From an optimization exercise on the open Yosys and OpenROAD flow, aimed at small area, a short achievable clock period and few clock cycles per item; shortcuts taken in it are not production practice. Only simulation tests tie the RTL to the original design; equivalence was not proved.

==> design/flow/design.v <==
module aes_key_expand #(
  parameter int KEY_BITS = 256
) (
  input  logic                clk,
  input  logic                rst,
  input  logic                start,
  input  logic [KEY_BITS-1:0] key_in,
  output logic                busy,
  output logic [127:0]        rk_out,
  output logic [3:0]          rk_idx,
  output logic                rk_valid,
  input  logic                rk_ready,
  output logic                done
);
  logic [255:0] st;      
  logic [3:0]   idx;     
  logic         act;     
  logic         vld;     
  logic [31:0]  sw, p0, p1, p2, p3, rc;
  logic [127:0] nw;
  logic [7:0]   rcon;
  logic         adv;
  for (genvar b = 0; b < 4; b++) begin : g_sbox
    aes_ks_sbox u_sbox (.x(st[224+8*b +: 8]), .y(sw[8*b +: 8]));
  end
  aes_ks_mix u_mix (.sw(sw), .rot(!idx[0]), .p({p3, p2, p1, p0}), .nw(nw));
  assign busy     = vld;
  assign rk_valid = vld;
  assign rk_out   = st[127:0];
  assign rk_idx   = idx;
  always_comb begin
    rcon = 8'h01 << idx[3:1];
    rc = idx[0] ? 32'h0 : {24'h0, rcon};
    p0 = st[31:0] ^ rc;
    p1 = p0 ^ st[63:32];
    p2 = p1 ^ st[95:64];
    p3 = p2 ^ st[127:96];
    adv = rk_ready;
  end
  logic sel_ld, sel_sh, sel_hd;
  assign sel_ld = !act;
  assign sel_sh = act && adv;
  assign sel_hd = act && !adv;
  logic [255:0] st_d, st_n;
  assign st_n = {nw, st[255:128]};
  for (genvar j = 0; j < 256; j++) begin : g_sel
    aes_ks_sel u_sel (.ld(sel_ld), .sh(sel_sh), .hd(sel_hd), .k(key_in[j]),
                      .n(st_n[j]), .q(st[j]), .d(st_d[j]));
  end
  always_ff @(posedge clk) begin
    st <= st_d;
  end
  always_ff @(posedge clk or posedge rst) begin
    if (rst) begin
      act <= 1'b0;
      vld <= 1'b0;
      idx <= 4'd0;
      done <= 1'b0;
    end else begin
      done <= 1'b0;
      if (!vld) vld <= start;
      else if (adv && idx == 4'd14) vld <= 1'b0;
      if (!act) begin
        idx <= 4'd0;
        if (start) act <= 1'b1;
      end else if (adv) begin
        idx <= idx + 4'd1;
        if (idx == 4'd14) begin
          act <= 1'b0;
          done <= 1'b1;
        end
      end
    end
  end
endmodule
module aes_ks_sbox (
  input  logic [7:0] x,
  output logic [7:0] y
);
  function automatic logic [7:0] sbox(input logic [7:0] x);
    logic u0, u1, u2, u3, u4, u5, u6, u7;
    logic t1, t2, t3, t4, t5, t6, t7, t8, t9, t10, t11, t12, t13, t14, t15, t16, t17, t18, t19;
    logic t20, t21, t22, t23, t24, t25, t26, t27;
    logic m1, m2, m3, m4, m5, m6, m7, m8, m9, m10, m11, m12, m13, m14, m15, m16, m17, m18, m19;
    logic m20, m21, m22, m23, m24, m25, m26, m27, m28, m29, m30, m31, m32, m33, m34, m35, m36;
    logic m37, m38, m39, m40, m41, m42, m43, m44, m45, m46, m47, m48, m49, m50, m51, m52, m53;
    logic m54, m55, m56, m57, m58, m59, m60, m61, m62, m63;
    logic l0, l1, l2, l3, l4, l5, l6, l7, l8, l9, l10, l11, l12, l13, l14, l15, l16, l17, l18;
    logic l19, l20, l21, l22, l23, l24, l25, l26, l27, l28, l29;
    u0 = x[7]; u1 = x[6]; u2 = x[5]; u3 = x[4]; u4 = x[3]; u5 = x[2]; u6 = x[1]; u7 = x[0];
    t1 = u0 ^ u3;   t2 = u0 ^ u5;   t3 = u0 ^ u6;   t4 = u3 ^ u5;   t5 = u4 ^ u6;
    t6 = t1 ^ t5;   t7 = u1 ^ u2;   t8 = u7 ^ t6;   t9 = u7 ^ t7;   t10 = t6 ^ t7;
    t11 = u1 ^ u5;  t12 = u2 ^ u5;  t13 = t3 ^ t4;  t14 = t6 ^ t11; t15 = t5 ^ t11;
    t16 = t5 ^ t12; t17 = t9 ^ t16; t18 = u3 ^ u7;  t19 = t7 ^ t18; t20 = t1 ^ t19;
    t21 = u6 ^ u7;  t22 = t7 ^ t21; t23 = t2 ^ t22; t24 = t2 ^ t10; t25 = t20 ^ t17;
    t26 = t3 ^ t16; t27 = t1 ^ t12;
    m1 = t13 & t6;  m2 = t23 & t8;  m3 = t14 ^ m1;  m4 = t19 & u7;  m5 = m4 ^ m1;
    m6 = t3 & t16;  m7 = t22 & t9;  m8 = t26 ^ m6;  m9 = t20 & t17; m10 = m9 ^ m6;
    m11 = t1 & t15; m12 = t4 & t27; m13 = m12 ^ m11; m14 = t2 & t10; m15 = m14 ^ m11;
    m16 = m3 ^ m2;  m17 = m5 ^ t24; m18 = m8 ^ m7;  m19 = m10 ^ m15; m20 = m16 ^ m13;
    m21 = m17 ^ m15; m22 = m18 ^ m13; m23 = m19 ^ t25; m24 = m22 ^ m23; m25 = m22 & m20;
    m26 = m21 ^ m25; m27 = m20 ^ m21; m28 = m23 ^ m25; m29 = m28 & m27; m30 = m26 & m24;
    m31 = m20 & m23; m32 = m27 & m31; m33 = m27 ^ m25; m34 = m21 & m22; m35 = m24 & m34;
    m36 = m24 ^ m25; m37 = m21 ^ m29; m38 = m32 ^ m33; m39 = m23 ^ m30; m40 = m35 ^ m36;
    m41 = m38 ^ m40; m42 = m37 ^ m39; m43 = m37 ^ m38; m44 = m39 ^ m40; m45 = m42 ^ m41;
    m46 = m44 & t6;  m47 = m40 & t8;  m48 = m39 & u7;  m49 = m43 & t16; m50 = m38 & t9;
    m51 = m37 & t17; m52 = m42 & t15; m53 = m45 & t27; m54 = m41 & t10; m55 = m44 & t13;
    m56 = m40 & t23; m57 = m39 & t19; m58 = m43 & t3;  m59 = m38 & t22; m60 = m37 & t20;
    m61 = m42 & t1;  m62 = m45 & t4;  m63 = m41 & t2;
    l0 = m61 ^ m62;  l1 = m50 ^ m56;  l2 = m46 ^ m48;  l3 = m47 ^ m55;  l4 = m54 ^ m58;
    l5 = m49 ^ m61;  l6 = m62 ^ l5;   l7 = m46 ^ l3;   l8 = m51 ^ m59;  l9 = m52 ^ m53;
    l10 = m53 ^ l4;  l11 = m60 ^ l2;  l12 = m48 ^ m51; l13 = m50 ^ l0;  l14 = m52 ^ m61;
    l15 = m55 ^ l1;  l16 = m56 ^ l0;  l17 = m57 ^ l1;  l18 = m58 ^ l8;  l19 = m63 ^ l4;
    l20 = l0 ^ l1;   l21 = l1 ^ l7;   l22 = l3 ^ l12;  l23 = l18 ^ l2;  l24 = l15 ^ l9;
    l25 = l6 ^ l10;  l26 = l7 ^ l9;   l27 = l8 ^ l10;  l28 = l11 ^ l14; l29 = l11 ^ l17;
    sbox[7] = l6 ^ l24;
    sbox[6] = ~(l16 ^ l26);
    sbox[5] = ~(l19 ^ l28);
    sbox[4] = l6 ^ l21;
    sbox[3] = l20 ^ l22;
    sbox[2] = l25 ^ l29;
    sbox[1] = ~(l13 ^ l27);
    sbox[0] = ~(l6 ^ l23);
  endfunction
  assign y = sbox(x);
endmodule
module aes_ks_mix (
  input  logic [31:0]  sw,
  input  logic         rot,
  input  logic [127:0] p,
  output logic [127:0] nw
);
  logic [31:0] t;
  assign t = rot ? {sw[7:0], sw[31:8]} : sw;
  assign nw = p ^ {4{t}};
endmodule
module aes_ks_sel (
  input  logic ld, sh, hd, k, n, q,
  output logic d
);
  assign d = (ld & k) | (sh & n) | (hd & q);
endmodule
==> design/flow/flow/run.sh <==
#!/bin/bash
# Standard ORFS layout (the standard.sh), with these changes:
#  - synthesis is the standard flow's own script, but ABC maps with flow/abc.script (area-oriented);
#  - ports are buffered with the small sky130_fd_sc_hd__buf_1 instead of the default pick;
#  - clock tree synthesis clusters up to 24 sinks per leaf buffer and inserts no dummy loads;
#  - the post-placement repair caps net fanout at 24 (flow/fanout.tcl);
#  - timing repair aims for a slack margin that leaves TARGET_NS (flow/target.txt) of the
#    clock period, so the layout is sized for a shorter period than the constraint asks.
# Each step's full log is in orfs/logs/; the make output is in synth.log and layout.log here.
set -euo pipefail
here=$(pwd)
export FLOW_WORK=$here
export MY_ABC_SCRIPT=$here/flow/abc.script
target=$(cat flow/target.txt)
extra=()
if [[ "$target" != "none" ]]; then
  margin=$(python3 -c "print(round($FLOW_PERIOD_NS - $target, 3))")
  extra+=("SETUP_SLACK_MARGIN=$margin")
fi
bash standard.sh "SYNTH_SCRIPT=$here/flow/my_synth.tcl" synth > "$here/synth.log" 2>&1
bash standard.sh "CTS_ARGS=-sink_clustering_enable -repair_clock_nets -dont_use_dummy_load -sink_clustering_size 24 -sink_clustering_max_diameter 80" "BUFFER_PORTS_ARGS=-buffer_cell sky130_fd_sc_hd__buf_1" "PRE_RESIZE_TCL=$here/flow/fanout.tcl" "${extra[@]}" finish > "$here/layout.log" 2>&1
==> design/flow/flow/abc.script <==
strash
map -a
==> design/flow/flow/fanout.tcl <==
# Before the post-placement repair: cap the fanout of every net, so that repair_design builds
# buffer trees for the wide select nets (rk_ready's state-register selects) instead of
# leaving one driver on a few hundred pins.
set_max_fanout 24 [current_design]
==> design/flow/flow/my_synth.tcl <==
# The standard synthesis script (synth_recipe.tcl, in the work folder), with one change:
# every ABC mapping call uses the script named by MY_ABC_SCRIPT instead of ORFS's.
proc abc {args} {
  set i [lsearch -exact $args -script]
  if {$i >= 0} { lset args [expr {$i + 1}] $::env(MY_ABC_SCRIPT) }
  yosys abc {*}$args
}
source $::env(FLOW_WORK)/synth_recipe.tcl
==> design/flow/flow/target.txt <==
5.7
==> design/flow/standard.sh <==
#!/bin/bash
# synth_recipe.tcl (not shown) runs the flow's synth.tcl, then flattens the netlist and writes it again
# the make line also repeats each setting of config.mk as NAME=value (left out here)
make -C /OpenROAD-flow-scripts/flow DESIGN_CONFIG=/design/flow/config.mk WORK_HOME=/design/flow/orfs CLKGATE_MAP_FILE= SYNTH_SCRIPT=/design/flow/synth_recipe.tcl "${@:-finish}"
==> design/flow/config.mk <==
export PLATFORM = sky130hd
export DESIGN_NAME = aes_key_expand
export DESIGN_NICKNAME = aes_key_expand
export VERILOG_FILES = /design/flow/design.v
export SDC_FILE = /design/flow/constraint.sdc
export NUM_CORES = 4
export LEC_CHECK = 0
export CAP_MARGIN = 20
export CORE_MARGIN = 2
export CORE_UTILIZATION = 60
export SLEW_MARGIN = 20
export SYNTH_HIERARCHICAL = 1
export SYNTH_MINIMUM_KEEP_SIZE = 0
==> design/flow/constraint.sdc <==
create_clock -name core_clock -period 22.0 [get_ports {clk}]
set_input_delay 4.4000 -clock core_clock [delete_from_list [all_inputs] [get_ports {clk}]]
set_output_delay 4.4000 -clock core_clock [all_outputs]
set_load 0.01 [all_outputs]
==> reports/metrics.cfg, run 1 <==
[outcome]
status = no timing/DRC/antenna violations

[worst_setup_path]
rrSetupSlack_ps = 16630
end_kind = flip-flop
crit_chain = buf_2 -> clkinv_8 -> nor2_4 -> buf_4 -> buf_4 -> buf_4 -> buf_4 -> buf_4 -> a22oi_1 -> nand2_1
critical_path_buf_inv_count = 7
crit_path_frequent_cell = buf_4
critPathMaxStageDelay_ps = 250
cp_max_fo = 17
startpoint_type = input pin
arrival_ps = 6100
r2r-end = st[194]$_DFF_P_
r2r_cells = 22
cp.required_ps = 22440
regToRegStartpoint = st[231]$_DFF_P_
crit_type = input pin to flip-flop
cpLargestDelayFamily = buffers and inverters
crit_slowest_cell = buf_4

[logic_synthesis]
synth_top_area_share = 0.305
syn-cell-area_mm2 = 0.0168
synth_flop_cell = dfxtp_1
syn_inst = 2059
synth-async-reset-ratio = 0.0266
synth_seq_area_share = 0.316
synthSimpleGateAreaFrac = 0.164
ys_seq_elements = 263
yosysMostFrequentCell = nand2_1
ys_top_cells_by_area = dfxtp_1 31%, xor2_1 23%, nand2_1 14%
synth_edf_count = 0
yosysTopAreaCell = dfxtp_1
muxShareOfSynthArea = 0.0215
synth_compound_area_frac = 0.119
avgSynthCellArea_um2 = 8.15
synth-xor-area-share = 0.298
synth_nets = 2329
yosys-top-cells-count = 628 x nand2_1, 432 x xor2_1, 256 x a22oi_1, 256 x dfxtp_1, 140 x xnor2_1
ys.warnings.count = 8
synth_cell_type_count = 16
synth_top_family_by_area = XOR/XNOR gates
yosys.area_share.adder = 0.00745

[min_path]
hold_path.class = flip-flop to flip-flop
hold_path_depth = 2
hp-start = st[128]$_DFF_P_
holdPathEnd = st[128]$_DFF_P_

[routing]
dr.pass1.iters = 5
drc = 0
vias = 14600
drtIter0Drc = 862
vias_per_cell = 5.26
finalWirelength_um = 44200
wl_per_cell_um = 15.9
drtAntennaViolNets = 0

[placement]
gp_congestion = 0.918
placed_cells = 2748
dpl.hpwl_um = 33500
io_buffers = 394

[cells_and_area]
fill_cells = 2518
layout.cells.non_filler = 2771
area_delta_synth_final_pct = 13.0
nNetsFinal = 2662
layout-drive-gt1-share = 0.0590

[clock_network]
cts.sinks = 263
cts_made_buffers = 15
insertion_delay_ps = 500
cts_root_buf = clkbuf_16
cts_tree = built
cts.reportedPaths.clkPinSlew_ps = 90
htreeDepth = 1
cts_buffer_depth = 3

[sta]
setup_viol = 0
maxSlewHeadroom = 0.262
worst_pin_slew_ps = 1100
finClkSkew_ps = 32.0
grt_setup_unrepaired = true
hold_violations = 0
fin_crit_ps = 5660
post-route-period-util = 0.257
tns_ps = 0
finalMaxSlewViolations = 0
max_clock_freq_mhz = 177

[global_routing]
grt_pass1_wl_um = 67600
antenna_found_initial = 0
grt_pass1_vias = 13700
use_met3 = 0.0483
grtUsageTotal = 0.284
grt_start_max_net_pins = 26
grt_util_met1 = 0.353
gr-usage-met2 = 0.501
top_usage_layer = met2
grt-ovfl-total = 0

[die]
io-pin-count = 395
die_h_um = 171
core_mm2 = 0.0277
rows = 61
die_w_um = 171
initial_core_util = 0.606
dieArea_mm2 = 0.0293

[job]
drv_cap = 0

-- cell type report --
type | count | area, um^2 | share of cell area
antenna | 3 | 7.51 | 0.000396
clock buffer | 15 | 375 | 0.0198
inverter | 73 | 294 | 0.0155
multi-input combinational | 1595 | 10600 | 0.559
sequential | 263 | 5300 | 0.279
tap | 378 | 473 | 0.0249
timing repair buffer | 444 | 1920 | 0.101
-- routing by layer --
layer,vias up,part of all wire
li1,7309,-
met1,6811,0.42
met2,386,0.49
met3,58,0.066
met4,0,0.023
met5,-,0
-- stage by stage --
stage	util	cell area [um^2]	setup WS (ps)	hold slack [ps]
floorplan	-	16800	8400	422
global placement	0.645	17900	14740	429
detailed placement	0.659	18200	12700	432
CTS	0.673	18600	16320	447
global route	0.684	19000	16190	455
finish	0.685	19000	16340	446
-- Yosys stat by module (local to each module, per instance) --
module / cells / flip-flops and latches / times used / area (um^2)
aes_ks_sel: 3 / 0 / 256 / 15.0
aes_key_expand: 543 / 263 / 1 / 7420
aes_ks_mix: 160 / 0 / 1 / 1480
aes_ks_sbox: 147 / 0 / 4 / 1010
-- worst reg2reg max path: cells and delay by family (launching register included) --
family          cells  cell delay [ps]
fa+ha+maj           1              260
xor+xnor           13             3050
mux                 1              340
compound gates      2              260
flops               1              490
simple gates        5              880
-- what timing repair did --
| action | 4_1_cts | 5_1_grt |
|---|---|---|
| setup endpoints to repair | 251 | 184 |
| gates cloned | 1 | 0 |
| pin swaps | 1 | 2 |
| buffers inserted | 2 | 2 |
| hold buffers | 0 | 0 |
| gates resized for setup | 142 | 48 |
-- placed cells by master, fill, tap and decap left out, types with 6 or more instances in the layout --
cell type | Yosys | final
nand2_1 | 628 | 628
xor2_1 | 432 | 409
buf_1 | 0 | 393
a22oi_1 | 256 | 256
dfxtp_1 | 256 | 255
xnor2_1 | 140 | 129
clkinv_1 | 73 | 70
nor2_1 | 47 | 37
mux2_2 | 32 | 32
buf_4 | 129 | 25
xor2_2 | 0 | 21
nand4_1 | 20 | 20
clkbuf_16 | 0 | 15
clkdlybuf4s50_1 | 0 | 14
ha_1 | 10 | 10
nand3_1 | 9 | 9
or2_2 | 9 | 9
xnor2_2 | 0 | 9
nor2_2 | 0 | 7
dfrtp_1 | 7 | 7
o31ai_1 | 6 | 6
-- worst max path at each step --
stage / from / endpoint / slack [ps] / cells after the start
after floorplan: rk_ready / idx[0]$_DFFE_PP0N_ / 8400 / 3
after global placement: rk_ready / st[115]$_DFF_P_ / 14740 / 6
after detailed placement: rk_ready / st[117]$_DFF_P_ / 12700 / 9
after CTS: st[255]$_DFF_P_ / st[179]$_DFF_P_ / 16320 / 22
after global routing: st[239]$_DFF_P_ / st[132]$_DFF_P_ / 16190 / 23
final: rk_ready / st[239]$_DFF_P_ / 16340 / 10
-- flip-flops by register name (all words and copies together) (netlist names) --
register  flops
act           1
done          1
idx           4
st          256
vld           1
-- cell families after synthesis --
family / after synthesis
compound gates: 267
xor+xnor: 572
fa+ha+maj: 10
buf+inv: 202
flops: 263
mux: 32
simple gates: 713
Testbench counts, summed over its fixed seeds: cycles 3,072, round keys 2,880.
==> inputs of run 2 (changes only) <==
--- a/design/flow/flow/run.sh
+++ b/design/flow/flow/run.sh
@@ -4,4 +4,3 @@
 #  - ports are buffered with the small sky130_fd_sc_hd__buf_1 instead of the default pick;
-#  - clock tree synthesis clusters up to 24 sinks per leaf buffer and inserts no dummy loads;
-#  - the post-placement repair caps net fanout at 24 (flow/fanout.tcl);
+#  - clock tree synthesis clusters up to 16 sinks per clkbuf_8 leaf buffer and inserts no dummy loads;
 #  - timing repair aims for a slack margin that leaves TARGET_NS (flow/target.txt) of the
@@ -20,2 +19,2 @@
 bash standard.sh "SYNTH_SCRIPT=$here/flow/my_synth.tcl" synth > "$here/synth.log" 2>&1
-bash standard.sh "CTS_ARGS=-sink_clustering_enable -repair_clock_nets -dont_use_dummy_load -sink_clustering_size 24 -sink_clustering_max_diameter 80" "BUFFER_PORTS_ARGS=-buffer_cell sky130_fd_sc_hd__buf_1" "PRE_RESIZE_TCL=$here/flow/fanout.tcl" "${extra[@]}" finish > "$here/layout.log" 2>&1
+bash standard.sh "CTS_ARGS=-sink_clustering_enable -repair_clock_nets -dont_use_dummy_load -sink_clustering_size 16 -sink_clustering_max_diameter 60 -buf_list sky130_fd_sc_hd__clkbuf_8 -root_buf sky130_fd_sc_hd__clkbuf_16" "BUFFER_PORTS_ARGS=-buffer_cell sky130_fd_sc_hd__buf_1" "${extra[@]}" finish > "$here/layout.log" 2>&1
removed: design/flow/flow/fanout.tcl
==> run 2 against run 1 <==
Effect of this change: die area unchanged; core utilization is 0.88 points lower; global-route usage fell by 1.5 points; non-clock buffer count decreased by 35; cell count down 0.72%; maximum frequency grew 0.51%.
==> reports/metrics.cfg, run 2 <==
[outcome]
status = no timing/DRC/antenna violations

[logic_synthesis]
ys.warnings.count = 8  ; unchanged
synth_edf_count = 0  ; unchanged
synth-async-reset-ratio = 0.0266  ; unchanged
ys_seq_elements = 263  ; unchanged
synth_flop_cell = dfxtp_1
syn-cell-area_mm2 = 0.0168  ; unchanged
synth_top_area_share = 0.305  ; unchanged
yosys-top-cells-count = 628 x nand2_1, 432 x xor2_1, 256 x a22oi_1, 256 x dfxtp_1, 140 x xnor2_1
synth_cell_type_count = 16  ; unchanged
ys_top_cells_by_area = dfxtp_1 31%, xor2_1 23%, nand2_1 14%
synth_nets = 2329  ; unchanged
avgSynthCellArea_um2 = 8.15  ; unchanged
yosysMostFrequentCell = nand2_1
synth_seq_area_share = 0.316  ; unchanged
yosysTopAreaCell = dfxtp_1
syn_inst = 2059  ; unchanged

[sta]
hold_violations = 0  ; unchanged
post-route-period-util = 0.256  ; -0.00130
setup_viol = 0  ; unchanged
finClkSkew_ps = 74.4  ; +42.4 ps
finalMaxSlewViolations = 0  ; unchanged
worst_pin_slew_ps = 1040  ; -61.1 ps
fin_crit_ps = 5640  ; -28.6 ps
maxSlewHeadroom = 0.304  ; +0.0423
layout_setup_ws_ps = 16360  ; +28.6 ps
grt_setup_unrepaired = true
max_clock_freq_mhz = 177  ; +0.51%
timing.hold.ws_ps = 420  ; -26.2 ps
tns_ps = 0  ; unchanged

[clock_network]
hold_buffers = 0  ; unchanged
cts_made_buffers = 29  ; +14
insertion_delay_ps = 530  ; +30 ps
cts.sinks = 263  ; unchanged
cts_buffer_depth = 3  ; unchanged
htreeDepth = 1  ; unchanged
cts_tree = built
cts_root_buf = clkbuf_16
cts.reportedPaths.clkPinSlew_ps = 100  ; about the same

[die]
initial_core_util = 0.606  ; unchanged
dieArea_mm2 = 0.0293  ; unchanged
rows = 61  ; unchanged
io-pin-count = 395  ; unchanged
core_mm2 = 0.0277  ; unchanged
die_w_um = 171  ; unchanged
die_h_um = 171  ; unchanged

[global_routing]
grtUsageTotal = 0.269  ; -0.0149
grt_pass1_wl_um = 64900  ; -4.1%
grt_pass1_vias = 13300  ; -2.9%
grt_start_max_net_pins = 116  ; +350%
grt-ovfl-total = 0  ; unchanged
antenna_found_initial = 1  ; +1

[routing]
vias = 14400  ; -1.4%
drtIter0Drc = 723  ; -16%
dr.pass1.iters = 5  ; unchanged
vias_per_cell = 5.22  ; -0.64%
drc = 0  ; unchanged
drtAntennaViolNets = 0  ; unchanged
finalWirelength_um = 42200  ; -4.4%
wl_per_cell_um = 15.4  ; -3.7%

[cells_and_area]
final_common_cell = nand2_1
layout_common_cells = 628 x nand2_1, 414 x xor2_1, 393 x buf_1, 256 x a22oi_1, 252 x dfxtp_1
largest_register = st
largest_reg_flops = 256  ; unchanged
reg_top3 = st: 256 flops, idx: 4 flops
area_delta_synth_final_pct = 11.5
final_area_mm2 = 0.0187  ; -1.3%
layout-drive-gt1-share = 0.0565  ; -0.00248
nNetsFinal = 2643  ; -0.71%

[placement]
pre_cts_slack_ps = 14700  ; +2000 ps
place_area_mm2 = 0.0179  ; -2.1%
dpl.hpwl_um = 30600  ; -8.6%
gp_congestion = 0.918  ; unchanged
io_buffers = 394  ; unchanged

[worst_setup_path]
end_kind = flip-flop
startpoint_type = input pin
cp.required_ps = 22420  ; -20 ps
rrSetupSlack_ps = 16650  ; +20 ps
cp_max_fo = 47  ; +30
crit_chain = buf_2 -> clkinv_8 -> nor2_4 -> buf_6 -> clkbuf_16 -> a22oi_1 -> nand2_1
critPathMaxStageDelay_ps = 370  ; +120 ps
arrival_ps = 6060  ; -40 ps
crit_slowest_cell = buf_6
crit_type = input pin to flip-flop

[min_path]
hold_path.class = flip-flop to flip-flop

[job]
drv_cap = 0  ; unchanged

run 2: kinds of logic after synthesis:
logic type	count (synthesis)	share of synthesized area
simple gates	713	0.164
xor+xnor	572	0.298
compound gates	267	0.119
flops	263	0.316
buf+inv	202	0.0740
mux	32	0.0215
fa+ha+maj	10	0.00745
run 2: critical path, delay by kind of cell:
kind,cells,cell delay [ps]
compound gates,1,100
buf+inv,4,1110
simple gates,2,390
run 2: layout make-up:
type	instances	area, um^2
multi-input combinational	1597	10600
fill	2542	8980
sequential	263	5310
timing repair buffer	409	1660
tap	378	473
clock buffer	29	433
inverter	73	294
antenna	2	5.00
run 2: Yosys stat by module (local to each module, per instance):
module          copies in the design  flip-flops and latches  cells
aes_key_expand                     1                     263    543
aes_ks_mix                         1                       0    160
aes_ks_sbox                        4                       0    147
aes_ks_sel                       256                       0      3
run 2: path summary, 6_finish.rpt:
path	to	depth (start not counted)	start
max	st[131]$_DFF_P_	7	rk_ready
min	st[62]$_DFF_P_	2	st[190]$_DFF_P_
max reg2reg	st[130]$_DFF_P_	22	st[231]$_DFF_P_
min reg2reg	st[62]$_DFF_P_	2	st[190]$_DFF_P_
max in group asynchronous	idx[2]$_DFFE_PP0N_	2	rst
min in group asynchronous	done$_DFF_PP0_	2	rst
run 2: per-layer routing:
metal | up-vias | part of all wire | global-route usage
met5 | - | 0.00031 | 0
met4 | 2 | 0.027 | 0.0766
met3 | 71 | 0.059 | 0.0495
met2 | 379 | 0.48 | 0.467
met1 | 6653 | 0.44 | 0.341
li1 | 7262 | - | -
run 2: timing repair:
action / 4_1_cts / 5_1_grt
gates resized for setup: 16 / 44
cloned: 3 / 1
buffers inserted: 0 / 6
endpoints found under the hold margin: 0 / 0
setup endpoints to repair: 250 / 187
pin swaps: 2 / 4
run 2: stage by stage:
stage                     utilization  std cells
after floorplan                     -       2059
after global placement          0.645       2710
after detailed placement        0.645       2710
after CTS                       0.664       2742
after global routing            0.676       2749
final                           0.676       2751

-- afterwards: timing with drivers on the ports --
The flow's constraints put no driver on any port. The routed layouts listed below were extracted and timed again, unchanged, in two steps. Step 1 (the two cells are an assumption about what drives the block):
set clk [get_ports {clk}]
set_driving_cell -lib_cell sky130_fd_sc_hd__clkbuf_16 $clk
set_driving_cell -lib_cell sky130_fd_sc_hd__buf_2 [delete_from_list [all_inputs] $clk]
Step 2 moves the port delays by t, midway between the first and last clock arrival at a register: inputs arrive t later, outputs are due t later. That takes back most of the time a late clock gives input paths. Three values: ideal, step 1, step 2; two values: the first two.
run | t (ns) | setup WS [ns] | worst slew at a driven data input, ns | cell pins on the clock port's net
run 1 | 0.536 | 16.336 / 16.317 / 15.828 | 0.07 | 1
run 2 | 0.546 | 16.364 / 16.339 / 15.847 | 0.07 | 1
After both steps every run listed still meets setup and hold. For run 2, which loses most, drivers alone change the setup slack by -0.025 ns; drivers and shift together by -0.517 ns.
